Source: an optimization exercise on an open RTL-to-GDS flow (aim: small area, a short achievable clock period and few clock cycles per item). Production flows keep margins and buffers that such runs may drop. Where RTL was checked, it was by simulation tests only, not by an equivalence proof against the original. Power is estimated from default activity; no workload was simulated.

job 3484:
// grid_linear_upsampler
module grid_linear_upsampler (
  input  logic        clk_i,
  input  logic        rst_ni,
  input  logic        in_valid_i,
  output logic        in_ready_o,
  input  logic [20:0] in_data_i,
  output logic        out_valid_o,
  input  logic        out_ready_i,
  output logic [9:0]  out_data_o,
  input  logic        cfg_we_i,
  input  logic [3:0]  cfg_data_i
);
Size: ~3,100 cells after synthesis, ~1,000 flip-flops, about 42 I/O pins, about 42,000 µm² of cells after synthesis.
==> module gsu_div5_step, before the edit <==
module gsu_div5_step (
  input  logic [2:0] rem_i,
  input  logic       bit_i,
  output logic       q_o,
  output logic [2:0] rem_o
);
  logic [3:0] x;
  assign x     = {rem_i, bit_i};
  assign q_o   = x >= 4'd5;
  assign rem_o = q_o ? 3'(x - 4'd5) : x[2:0];
endmodule
Settings: LEC_CHECK=0, ABC_CLOCK_PERIOD_IN_PS=2500, CAP_MARGIN=20, CORE_MARGIN=2, CORE_UTILIZATION=40, PLACE_DENSITY=0.6, SETUP_SLACK_MARGIN=5, SLEW_MARGIN=20; clock period 8.0 ns.
run.sh (not shown) runs the stock make flow with config.mk's settings and CLKGATE_MAP_FILE= SYNTH_SCRIPT=/design/flow/synth_recipe.tcl, a recipe that flattens the netlist after the stock synthesis.
#### Input delta (job 2114 over job 3484)
diff --git a/flow/design.v b/flow/design.v
--- a/flow/design.v
+++ b/flow/design.v
@@ -36,16 +36,19 @@
 module gsu_div5_step (
   input  logic [2:0] rem_i,
   input  logic       bit_i,
   output logic       q_o,
   output logic [2:0] rem_o
 );
-  logic [3:0] x;
-  assign x     = {rem_i, bit_i};
-  assign q_o   = x >= 4'd5;
-  assign rem_o = q_o ? 3'(x - 4'd5) : x[2:0];
+  logic r2, r1, r0, b;
+  assign {r2, r1, r0} = rem_i;
+  assign b        = bit_i;
+  assign q_o      = r2 | (r1 & r0) | (r1 & b);
+  assign rem_o[2] = (r1 & ~r0 & ~b) | (r2 & b);
+  assign rem_o[1] = (r0 & ~r1) | (r1 & r0 & b) | (r2 & ~b);
+  assign rem_o[0] = (~r1 & ~r2 & b) | (r1 & r0 & ~b) | (r2 & ~b);
 endmodule
 module gsu_lerp_b1 (
   input  logic [10:0] y_i,
   output logic [3:0]  q_o,      
   output logic [2:0]  rem_o
 );
## What came out
- Sort job 3484 and job 2114 by buffers inserted during post-CTS setup optimization, ascending, and job 2114 comes first.
- The slew of the pin with the lowest slew margin number comes out higher for job 3484 vs job 2114.
- NOTE switching power job 3484->job 2114 decreased by a few percent
- Job 2114 vs. job 3484: sequential power now sits higher; register share of the cell area higher; clock power rose by about 3%; data arrival time of the critical path went down 0.70 ns.
- Per the comparison of job 2114 with job 3484, setup slack saw an increase; critical path depth went down 10; power shrank by 5.0%; final routed wirelength across all metal layers grew by about 0.5%; quantity of gates resized following cts went down by 19.
- Diff job 3484 -> job 2114 | clock share of power | increase of 1.7 points
- Total routing resource utilization after global routing: job 2114 vs job 3484 — no meaningful difference
Testbench counts of job 2114, summed over its fixed seeds: cycles 6,830, items 3,335.
For job 3484, only the layout was checked, not whether the RTL still works.

--- another note on this design; it stands on its own ---

== old ==
// grid_linear_upsampler
module grid_linear_upsampler (
  input  logic        clk_i,
  input  logic        rst_ni,
  input  logic        in_valid_i,
  output logic        in_ready_o,
  input  logic [20:0] in_data_i,
  output logic        out_valid_o,
  input  logic        out_ready_i,
  output logic [9:0]  out_data_o,
  input  logic        cfg_we_i,
  input  logic [3:0]  cfg_data_i
);
For scale: ~3100 cells after synthesis, about 1000 flip-flops, about 42 I/O pins, roughly 42000 sq um of cells after synthesis.
clock: 8.0 ns
lec_check: 0
abc_clock_period_in_ps: 2500
cap_margin: 20
core_margin: 2
core_utilization: 40
cts_buf_list: sky130_fd_sc_hd__clkbuf_16
cts_cluster_diameter: 60
cts_cluster_size: 34
place_density: 0.6
setup_slack_margin: 5
slew_margin: 20
run.sh (not shown) runs the stock make flow with config.mk's settings and CLKGATE_MAP_FILE= SYNTH_SCRIPT=/design/flow/synth_recipe.tcl, a recipe that flattens the netlist after the stock synthesis.
Testbench counts of old, summed over its fixed seeds: cycles 6,862, items 3,335.
> inputs changed (old -> new)
- swapping 60 for 100 in CTS_CLUSTER_DIAMETER
- swapping 34 for 30 in CTS_CLUSTER_SIZE
Findings:
Timing, DRC, antenna: 0 failures across old and new
Diff old and new: layout overhead on the synthesized area higher in old
In new the proportion of total power due to net switching turned out 0.56 points lower than in old.
Summary of new over old: highest clock frequency the design can meet did not really move, proportion of cell area occupied by registers higher, worst setup slack lower, aggregate routed wire length shrank by about 1.3%, cell area went down.
Shortest period the worst path allows, old and new: smaller value in old
Combinational power across old and new: no real change.
new — fraction of area in multi-input gates 1.0 points higher, old as reference
Initial antenna violation count: lower on old

## static timing again, ports no longer ideal
The flow's constraints put no driver on any port. The routed layouts listed below were extracted and timed again, unchanged, in two steps.
Step 1, drivers: a clkbuf_16 drives clk_i and a buf_2 each remaining input, both assumed.
Step 2 moves the port delays by t, midway between the first and last clock arrival at a register: inputs arrive t later, outputs are due t later. That takes back most of the time a late clock gives input paths.
a / b / c = no drivers / after step 1 / after step 2; a / b = the first two.
run	t, ns	slack for setup (ns)	latest minus earliest clock arrival (ns)	cell pins on the clock port's net
job 3484	0.740	3.405 / 3.405 / 3.405	0.064 / 0.064	1
job 2114	0.752	4.286 / 4.286 / 4.286	0.029 / 0.029	1
old	0.738	5.056 / 4.988 / 4.666	0.060 / 0.060	1
new	0.732	5.048 / 4.980 / 4.437	0.055 / 0.055	1
After both steps setup and hold are still met in every run listed. The setup slack of new, which loses most, moves by -0.068 ns with the drivers and by -0.611 ns with both steps.
